This design comes from an exercise in tuning for small area on the open sky130 flow, not from production work. In this exercise RTL edits were held to simulation tests only and were not proved equivalent to the original. Power and IR drop assume default switching activity.

--- config.mk ---
export PLATFORM = sky130hd
export DESIGN_NAME = cgra_array
export DESIGN_NICKNAME = cgra_array
export VERILOG_FILES = /design/flow/design.v
export SDC_FILE = /design/flow/constraint.sdc
export NUM_CORES = 4
export LEC_CHECK = 0
export CAP_MARGIN = 20
export CORE_MARGIN = 2
export CORE_UTILIZATION = 45
export PLACE_DENSITY = 0.62
export SLEW_MARGIN = 20
--- constraint.sdc ---
create_clock -name core_clock -period 10.0 [get_ports {clk}]
set_input_delay 2.0000 -clock core_clock [delete_from_list [all_inputs] [get_ports {clk}]]
set_output_delay 2.0000 -clock core_clock [all_outputs]
set_load 0.01 [all_outputs]
--- design.v ---
package cgra_pkg;
    localparam int CTX_WIDTH      = 64;
    localparam int CTX_DEPTH      = 16;
    localparam int CTX_ROW_BITS   = $clog2(CTX_DEPTH);
    localparam int CTX_PAIRS      = CTX_DEPTH / 2;
    localparam int LANE_BITS      = $clog2(CTX_WIDTH / 16);
    localparam int APB_ADDR_WIDTH = 20;
    localparam int APB_DATA_WIDTH = 32;
    localparam int APB_STRB_WIDTH = APB_DATA_WIDTH / 8;
    localparam int REGION_LSB = 18;
    localparam int TILE_LSB   = 7;
    localparam int ROW_LSB    = 3;
    localparam int LANE_LSB   = 1;
    localparam int REG_LSB    = 2;
    localparam int OPCODE_LSB = 30;
    localparam int TARGET_LSB = 43;
    localparam logic [4:0] OP_JUMP = 5'b11110;
endpackage
`timescale 1ns/1ps
module context_memory (
    input  logic                              clk,
    input  logic [cgra_pkg::CTX_PAIRS*8-1:0]  wr_en,      
    input  logic [cgra_pkg::CTX_WIDTH-1:0]    wr_data,
    input  logic                              ph,
    input  logic [cgra_pkg::CTX_ROW_BITS-1:0] raddr,
    output logic [cgra_pkg::CTX_WIDTH-1:0]    rdata
);
    localparam int P = cgra_pkg::CTX_PAIRS;
    localparam int W = cgra_pkg::CTX_WIDTH;
    logic [W-1:0] x [P];
    logic [W-1:0] y [P];
    always_ff @(posedge clk) begin
        for (int p = 0; p < P; p++) begin
            x[p] <= y[p];
            for (int b = 0; b < W / 8; b++) begin
                y[p][8*b +: 8] <= wr_en[8*p + b] ? wr_data[8*b +: 8] : x[p][8*b +: 8];
            end
        end
    end
    logic [P-1:0] psel;
    logic         in_y;
    assign in_y = raddr[0] ^ ph;
    always_comb begin
        for (int p = 0; p < P; p++) psel[p] = (raddr[3:1] == p[2:0]);
    end
    always_comb begin
        rdata = '0;
        for (int p = 0; p < P; p++) begin
            rdata = rdata | ({W{psel[p] & ~in_y}} & x[p]) | ({W{psel[p] & in_y}} & y[p]);
        end
    end
endmodule
`timescale 1ns/1ps
module cgra_tile (
    input  logic                              clk,
    input  logic                              reset,
    input  logic [cgra_pkg::CTX_PAIRS*8-1:0]  wr_en,
    input  logic [cgra_pkg::CTX_WIDTH-1:0]    wr_data,
    input  logic                              ph,
    input  logic [cgra_pkg::CTX_ROW_BITS-1:0] host_row,
    input  logic [cgra_pkg::CTX_ROW_BITS-1:0] loop_start,
    input  logic [cgra_pkg::CTX_ROW_BITS-1:0] loop_end,
    input  logic                              run,
    output logic [cgra_pkg::CTX_WIDTH-1:0]    word,
    output logic [cgra_pkg::CTX_ROW_BITS-1:0] pc
);
    logic       prev_jump;
    logic       is_jump;
    logic       take_jump;
    logic       out_of_window;
    context_memory u_ctx_mem (
        .clk     (clk),
        .wr_en   (wr_en),
        .wr_data (wr_data),
        .ph      (ph),
        .raddr   (run ? pc : host_row),
        .rdata   (word)
    );
    assign is_jump       = (word[cgra_pkg::OPCODE_LSB +: 5] == cgra_pkg::OP_JUMP);
    assign take_jump     = is_jump & ~prev_jump;
    assign out_of_window = (pc >= loop_end) || (pc < loop_start);
    always_ff @(posedge clk) begin
        if (reset) begin
            pc <= '0;
        end else if (run) begin
            if (take_jump) begin
                pc <= {1'b0, word[cgra_pkg::TARGET_LSB +: 3]};
            end else if (out_of_window) begin
                pc <= loop_start;
            end else begin
                pc <= pc + 1'b1;
            end
        end
    end
    always_ff @(posedge clk) begin
        if (reset) prev_jump <= 1'b0;
        else       prev_jump <= run & is_jump;
    end
endmodule
`timescale 1ns/1ps
module cfg_apb_slave #(
    parameter int NUM_TILES = 4
) (
    input  logic                                clk,
    input  logic                                reset,
    input  logic                                psel,
    input  logic                                penable,
    input  logic                                pwrite,
    input  logic [cgra_pkg::APB_ADDR_WIDTH-1:0] paddr,
    input  logic [cgra_pkg::APB_DATA_WIDTH-1:0] pwdata,
    input  logic [cgra_pkg::APB_STRB_WIDTH-1:0] pstrb,
    input  logic [NUM_TILES*cgra_pkg::CTX_WIDTH-1:0]    tile_word,
    input  logic [NUM_TILES*cgra_pkg::CTX_ROW_BITS-1:0] tile_pc,
    output logic [cgra_pkg::APB_DATA_WIDTH-1:0] prdata,
    output logic                                pready,
    output logic                                pslverr,
    output logic [NUM_TILES*cgra_pkg::CTX_PAIRS*8-1:0] wr_en,
    output logic [cgra_pkg::CTX_WIDTH-1:0]      wr_data,
    output logic                                ph,
    output logic [cgra_pkg::CTX_ROW_BITS-1:0]   host_row,
    output logic [cgra_pkg::CTX_ROW_BITS-1:0]   loop_start,
    output logic [cgra_pkg::CTX_ROW_BITS-1:0]   loop_end,
    output logic                                run
);
    localparam int P = cgra_pkg::CTX_PAIRS;
    logic [1:0]  region;
    logic [1:0]  reg_sel;
    logic [1:0]  tile;
    logic [1:0]  lane;
    logic        access;
    logic        tile_valid;
    logic        err;
    logic        ctx_wr;
    logic        ctrl_wr;
    assign region     = paddr[cgra_pkg::REGION_LSB +: 2];
    assign reg_sel    = paddr[cgra_pkg::REG_LSB +: 2];
    assign tile       = paddr[cgra_pkg::TILE_LSB +: 2];
    assign tile_valid = (paddr[cgra_pkg::TILE_LSB + 2 +: 4] == 4'd0);
    assign host_row   = paddr[cgra_pkg::ROW_LSB +: cgra_pkg::CTX_ROW_BITS];
    assign lane       = paddr[cgra_pkg::LANE_LSB +: 2];
    assign access     = psel & penable;
    always_comb begin
        case (region)
            2'd0:    err = !tile_valid || run;
            2'd1:    err = 1'b0;
            2'd2:    err = !tile_valid;
            default: err = 1'b1;
        endcase
    end
    assign pslverr = access & err;
    assign pready  = 1'b1;
    logic post_reset;
    logic clear;
    always_ff @(posedge clk) begin
        post_reset <= reset;
        ph         <= reset ? 1'b0 : ~ph;
    end
    assign clear = reset | post_reset;
    logic        pend;
    logic [1:0]  pend_tile;
    logic [2:0]  pend_pair;
    logic [1:0]  pend_lane;
    logic [1:0]  pend_strb;
    logic [15:0] pend_data;
    logic        now_ok;
    assign ctx_wr = access & pwrite & ~err & (region == 2'd0);
    assign now_ok = (host_row[0] == ph);
    always_ff @(posedge clk) begin
        pend <= ctx_wr & ~now_ok & ~reset;
        if (ctx_wr) begin
            pend_tile <= tile;
            pend_pair <= host_row[3:1];
            pend_lane <= lane;
            pend_strb <= pstrb[1:0];
            pend_data <= pwdata[15:0];
        end
    end
    logic        ins;
    logic [1:0]  ins_tile;
    logic [2:0]  ins_pair;
    logic [1:0]  ins_lane;
    logic [1:0]  ins_strb;
    logic [15:0] ins_data;
    assign ins      = pend | (ctx_wr & now_ok);
    assign ins_tile = pend ? pend_tile : tile;
    assign ins_pair = pend ? pend_pair : host_row[3:1];
    assign ins_lane = pend ? pend_lane : lane;
    assign ins_strb = pend ? pend_strb : pstrb[1:0];
    assign ins_data = pend ? pend_data : pwdata[15:0];
    assign wr_data = clear ? '0 : {4{ins_data}};
    always_comb begin
        for (int t = 0; t < NUM_TILES; t++) begin
            for (int p = 0; p < P; p++) begin
                for (int b = 0; b < 8; b++) begin
                    wr_en[(t*P + p)*8 + b] = clear |
                        (ins && ins_tile == t[1:0] && ins_pair == p[2:0] &&
                         ins_lane == b[2:1] && ins_strb[b%2]);
                end
            end
        end
    end
    assign ctrl_wr = access & pwrite & pstrb[0] & (region == 2'd1);
    always_ff @(posedge clk) begin
        if (reset) begin
            run        <= 1'b0;
            loop_start <= '0;
            loop_end   <= '0;
        end else if (ctrl_wr) begin
            case (reg_sel)
                2'd0:    run        <= pwdata[0];
                2'd1:    loop_start <= pwdata[3:0];
                2'd2:    loop_end   <= pwdata[3:0];
                default: ;
            endcase
        end
    end
    logic [cgra_pkg::CTX_WIDTH-1:0]    sel_word;
    logic [cgra_pkg::CTX_ROW_BITS-1:0] sel_pc;
    assign sel_word = tile_word[tile*cgra_pkg::CTX_WIDTH +: cgra_pkg::CTX_WIDTH];
    assign sel_pc   = tile_pc[tile*cgra_pkg::CTX_ROW_BITS +: cgra_pkg::CTX_ROW_BITS];
    always_comb begin
        prdata = '0;
        if (access && !pwrite && !err) begin
            case (region)
                2'd0: prdata[15:0] = sel_word[lane*16 +: 16];
                2'd1: begin
                    case (reg_sel)
                        2'd0:    prdata[0]   = run;
                        2'd1:    prdata[3:0] = loop_start;
                        2'd2:    prdata[3:0] = loop_end;
                        default: ;
                    endcase
                end
                2'd2:    prdata[3:0] = sel_pc;
                default: ;
            endcase
        end
    end
endmodule
`timescale 1ns/1ps
module cgra_array #(
    parameter int NUM_TILES = 4
) (
    input  logic                                clk,
    input  logic                                reset,
    input  logic                                psel,
    input  logic                                penable,
    input  logic                                pwrite,
    input  logic [cgra_pkg::APB_ADDR_WIDTH-1:0] paddr,
    input  logic [cgra_pkg::APB_DATA_WIDTH-1:0] pwdata,
    input  logic [cgra_pkg::APB_STRB_WIDTH-1:0] pstrb,
    output logic [cgra_pkg::APB_DATA_WIDTH-1:0] prdata,
    output logic                                pready,
    output logic                                pslverr
);
    localparam int EN_W = cgra_pkg::CTX_PAIRS * 8;
    logic [NUM_TILES*EN_W-1:0]                   wr_en;
    logic [cgra_pkg::CTX_WIDTH-1:0]              wr_data;
    logic                                        ph;
    logic [cgra_pkg::CTX_ROW_BITS-1:0]           host_row;
    logic [cgra_pkg::CTX_ROW_BITS-1:0]           loop_start;
    logic [cgra_pkg::CTX_ROW_BITS-1:0]           loop_end;
    logic                                        run;
    logic [NUM_TILES*cgra_pkg::CTX_WIDTH-1:0]    tile_word;
    logic [NUM_TILES*cgra_pkg::CTX_ROW_BITS-1:0] tile_pc;
    cfg_apb_slave #(
        .NUM_TILES (NUM_TILES)
    ) u_cfg (
        .clk        (clk),
        .reset      (reset),
        .psel       (psel),
        .penable    (penable),
        .pwrite     (pwrite),
        .paddr      (paddr),
        .pwdata     (pwdata),
        .pstrb      (pstrb),
        .tile_word  (tile_word),
        .tile_pc    (tile_pc),
        .prdata     (prdata),
        .pready     (pready),
        .pslverr    (pslverr),
        .wr_en      (wr_en),
        .wr_data    (wr_data),
        .ph         (ph),
        .host_row   (host_row),
        .loop_start (loop_start),
        .loop_end   (loop_end),
        .run        (run)
    );
    for (genvar g = 0; g < NUM_TILES; g++) begin : g_tile
        cgra_tile u_tile (
            .clk        (clk),
            .reset      (reset),
            .wr_en      (wr_en[g*EN_W +: EN_W]),
            .wr_data    (wr_data),
            .ph         (ph),
            .host_row   (host_row),
            .loop_start (loop_start),
            .loop_end   (loop_end),
            .run        (run),
            .word       (tile_word[g*cgra_pkg::CTX_WIDTH +: cgra_pkg::CTX_WIDTH]),
            .pc         (tile_pc[g*cgra_pkg::CTX_ROW_BITS +: cgra_pkg::CTX_ROW_BITS])
        );
    end
endmodule
--- run.sh ---
#!/bin/bash
# synth_recipe.tcl (not shown) runs the flow's synth.tcl, then flattens the netlist and writes it again
# the make line also repeats each setting of config.mk as NAME=value (left out here)
make -C /OpenROAD-flow-scripts/flow DESIGN_CONFIG=/design/flow/config.mk WORK_HOME=/design/flow/orfs CLKGATE_MAP_FILE= SYNTH_SCRIPT=/design/flow/synth_recipe.tcl finish
==> summary.txt <==
==> cell families after synthesis <==
| family | Yosys count |
|---|---|
| AO/OA/AOI/OAI | 4573 |
| XOR/XNOR | 24 |
| adder cells (fa/ha/maj) | 36 |
| buffers and inverters | 1334 |
| flip-flops | 4153 |
| multiplexers | 105 |
| other | 2 |
| AND/OR/NAND/NOR | 3645 |
==> cell usage in the layout (no fill, tap or decap), drive strengths merged, types with 45 or more instances in the layout <==
| master | Yosys | final |
|---|---|---|
| dfxtp | 4128 | 4128 |
| nand3 | 2251 | 2251 |
| o21ai | 2223 | 2223 |
| a22oi | 951 | 951 |
| nand2 | 652 | 652 |
| buf | 481 | 643 |
| clkbuf | 829 | 574 |
| a22o | 261 | 261 |
| nor2 | 229 | 229 |
| a21oi | 216 | 216 |
| a222oi | 204 | 204 |
| nand4 | 171 | 171 |
| a221oi | 163 | 163 |
| and3 | 122 | 122 |
| clkinv | 0 | 106 |
| o22ai | 90 | 90 |
| a2111oi | 83 | 83 |
| nor3 | 68 | 68 |
| mux2i | 67 | 67 |
| a211oi | 52 | 52 |
| clkdlybuf4s50 | 0 | 45 |
==> cell type report <==
class                      count  area, sq um  area share (%)
sequential                  4153        83400           52.24
antenna                       28        70.07         0.04389
timing repair buffer         689         5989           3.752
tap                         4100         5130           3.214
multi-input combinational   8400        50740           31.79
clock inverter               167         2410           1.510
inverter                      24        92.59         0.05800
clock buffer                 573        11800           7.393
==> flip-flops by register name (all words and copies together), names as in the netlist <==
name	flops
g_tile.u_tile.prev_jump	4
u_cfg.loop_end	4
g_tile.u_tile.pc	16
u_cfg.pend_data	16
u_cfg.pend_lane	2
g_tile.u_tile.u_ctx_mem.y	2048
u_cfg.pend_tile	2
u_cfg.ph	1
u_cfg.loop_start	4
u_cfg.post_reset	1
g_tile.u_tile.u_ctx_mem.x	2048
u_cfg.pend_strb	2
u_cfg.pend	1
u_cfg.run	1
u_cfg.pend_pair	3
==> metal layers <==
metal | vias to the layer above | GRT usage (%) | part of all wire, % | wire length [microns]
li1 | 51280 | - | - | -
met1 | 59050 | 46.53 | 38 | 222400
met2 | 8600 | 52.88 | 41 | 244900
met3 | 1980 | 9.630 | 12 | 73400
met4 | 32 | 27.47 | 8.5 | 50320
met5 | - | 0 | 0.034 | 200
==> through the flow <==
stage          hold WS (ns)  total power [mW]   TNS, ns  cells
2_1_floorplan        0.3231             17.57         0  13890
3_3_place_gp         0.3253             18.52         0  17360
3_5_place_dp         0.3274             18.53         0  17360
4_1_cts              0.2700             34.42         0  18100
5_1_grt              0.2849             35.14         0  18110
6_report             0.2789             34.52  -0.07130  18130
==> report_power, final <==
part / internal [mW] / switching, mW / total [mW] / leakage, nW
Clock: 9.36 / 6.89 / 16.3 / 7.00
Combinational: 0.307 / 1.40 / 1.70 / 14.8
Sequential: 16.6 / 0.00497 / 16.6 / 33.5
Total: 26.2 / 8.29 / 34.5 / 55.3
==> worst min path at each step <==
| stage | depth (start not counted) | slack, ns | to |
|---|---|---|---|
| 5_1_grt | 0 | 0.28 | g_tile[2].u_tile.u_ctx_mem.x[6][46] |
| 4_1_cts | 0 | 0.27 | g_tile[2].u_tile.u_ctx_mem.x[6][46] |
| 3_3_place_gp | 0 | 0.33 | g_tile[2].u_tile.u_ctx_mem.x[7][32] |
| 6_report | 0 | 0.28 | g_tile[2].u_tile.u_ctx_mem.x[5][43] |
| 3_5_place_dp | 0 | 0.33 | g_tile[3].u_tile.u_ctx_mem.x[1][27] |
| 2_1_floorplan | 0 | 0.32 | g_tile[0].u_tile.u_ctx_mem.x[0][10] |
==> summary.txt <==
total track usage=between 30% and 40%; fin worst setup slack=-0.07130 ns; Pwr Density=216.2 nW/um^2; Yosys top cell by area=dfxtp_1; Synth Cell Area=138500 sq um; Crit. Startpoint=paddr[3]; Avg Cell Area, Syn=roughly 10 sq um; multiplexer share of the synthesized area=0.9103%; Adder-Cell Fraction of Synth Area=0.3251%; vias in the first global route=115.5k; Setup crit end=prdata[6]; GRT overflow=0; first-pass GRT wire length=835200 microns; top cell family by delay on the critical path=compound AO/OA/AOI/OAI gates; Slew @ Worst Pin=1.362 ns; ANT nets after route=0; sequential fraction of the synthesis area=60.19%; startpoint types=primary input; layout cells sized above 1=11.17%; Placer Congestion=approximately 1.0; CTS max path bufs=4; Final min period=10.07 ns; RSZ-0062 raised after global routing=no; clock sinks=4153; LEAKAGE=55.25 nW; Synth Area in Simple Gates=12.94%; vias=120.9k; status=complete, but fails checks; post-synthesis xor/xnor area fraction=0.1978%; reg2reg path depth=12; Syn. warnings=5; Core ar.=~310000 sq um; library cells used by synthesis=100; Root Driver=clkbuf_16; count leader, synth=dfxtp_1; CTS buffer count=405; post-DP HPWL=380200 microns; Worst EP arrival=about 8.1 ns; Commonest cells post-synth=dfxtp_1 (4128), nand3_1 (2251), o21ai_0 (2215); Max FO, Critical Path=22; compound-gate portion of the synthesized area=21.46%; Final #Nets=13.77k; Worst EP required=8.00 ns; ys flop type=dfxtp_1; Placement Cell Area=approximately 150000 sq um; Wirelength per Cell=roughly 33 microns; Clk pin slew, worst setup/hold paths=0.06 ns; slew margin rel.=8.054%; worst hold path class=register to register; worst vdd ir=0.0001600 V; Slew Viols, Final=0; P&R area growth vs syn=15.22%; fill cell count=approximately 27k; IO Count=95; Die Area=312300 sq um; worst skew pair latency=about 1.0 ns; CTS tree=done; min-delay src=g_tile[2].u_tile.u_ctx_mem.y[5][43]; largest family of logic cells by synthesized area=compound AO/OA/AOI/OAI gates; DRC viols=0; Max Cap Viol=0; Synth area leaders=dfxtp_1 (60%), nand3_1 (8.1%), o21ai_0 (8.0%); initial antenna violation count=49; Synth top area share=59.65%; clock skew=0.07907 ns; final setup fails=1; worst-path cell chain=clkdlybuf4s50_1 -> xnor2_2 -> a22oi_2 -> buf_12 -> nor2_4 -> a22oi_1 -> and3_1 -> a22oi_1 -> o22ai_1 -> buf_4 -> a311oi_1 -> o311a_1 -> clkdlybuf4s50_1; critical path class=primary input to output port; H-tree depth=5; Yosys reg bits=around 4.2k; crit end category=output port; Worst R2R Setup Slack=4.47 ns; Worst path max stage delay=1.00 ns; CP max-delay cell=a311oi_1; Resized cells post-CTS=0; fin util=52.16%; Place WS=0.2739 ns; hold_buf cts=0; number of cells on the critical path=13; Final Hold Viols=0; fmax=0.09929 GHz; Failing Checks=negative setup slack; port bufs=53; largest net degree at the start of global routing=210; Pre-antenna DRT Iters=7; vias per cell=roughly 6.7; die extent in x=558.9 microns; worst flop-to-flop path endpoint=g_tile[2].u_tile.pc[2]; Rows=203; post-layout instance area=159600 sq um; Die Span Y=558.9 microns; Post-Synthesis Cells=13.87k; Crit path buffers/inverters=4; routed wire length=591200 microns; Iteration-0 DRC Markers=17.81k; Post-synth EDFFs=25; Critical R2R Launch=u_cfg.run; postcts setup bufs=0; Starting Density=45.27%; ys async rst share=0%; Final period util=100.7%

-- port drivers added, routing unchanged --
How much do the figures lean on ideal ports? The routed layout below was timed once more, with nothing changed but the port constraints.
Step 1 (the two cells are an assumption about what drives the block):
set clk [get_ports {clk}]
set_driving_cell -lib_cell sky130_fd_sc_hd__clkbuf_16 $clk
set_driving_cell -lib_cell sky130_fd_sc_hd__buf_2 [delete_from_list [all_inputs] $clk]
Step 2 adds t to the input delays and takes it off the output delays; t is the mean of the earliest and latest rising clock arrival at the registers after step 1. Input paths then give back, and output paths get back, about the clock's delay inside the block.
a / b / c = ideal / step 1 / step 2; a / b = the first two.
t, ns: 1.107
setup slack, ns: -0.071 / -0.174 / -0.174
clock arrival spread, ns: 0.093 / 0.093
slew at the worst register clock pin (ns): 0.07 / 0.07
cell pins on the clock port's net: 1
The setup slack of this run moves by -0.103 ns with the drivers and by -0.103 ns with both steps.
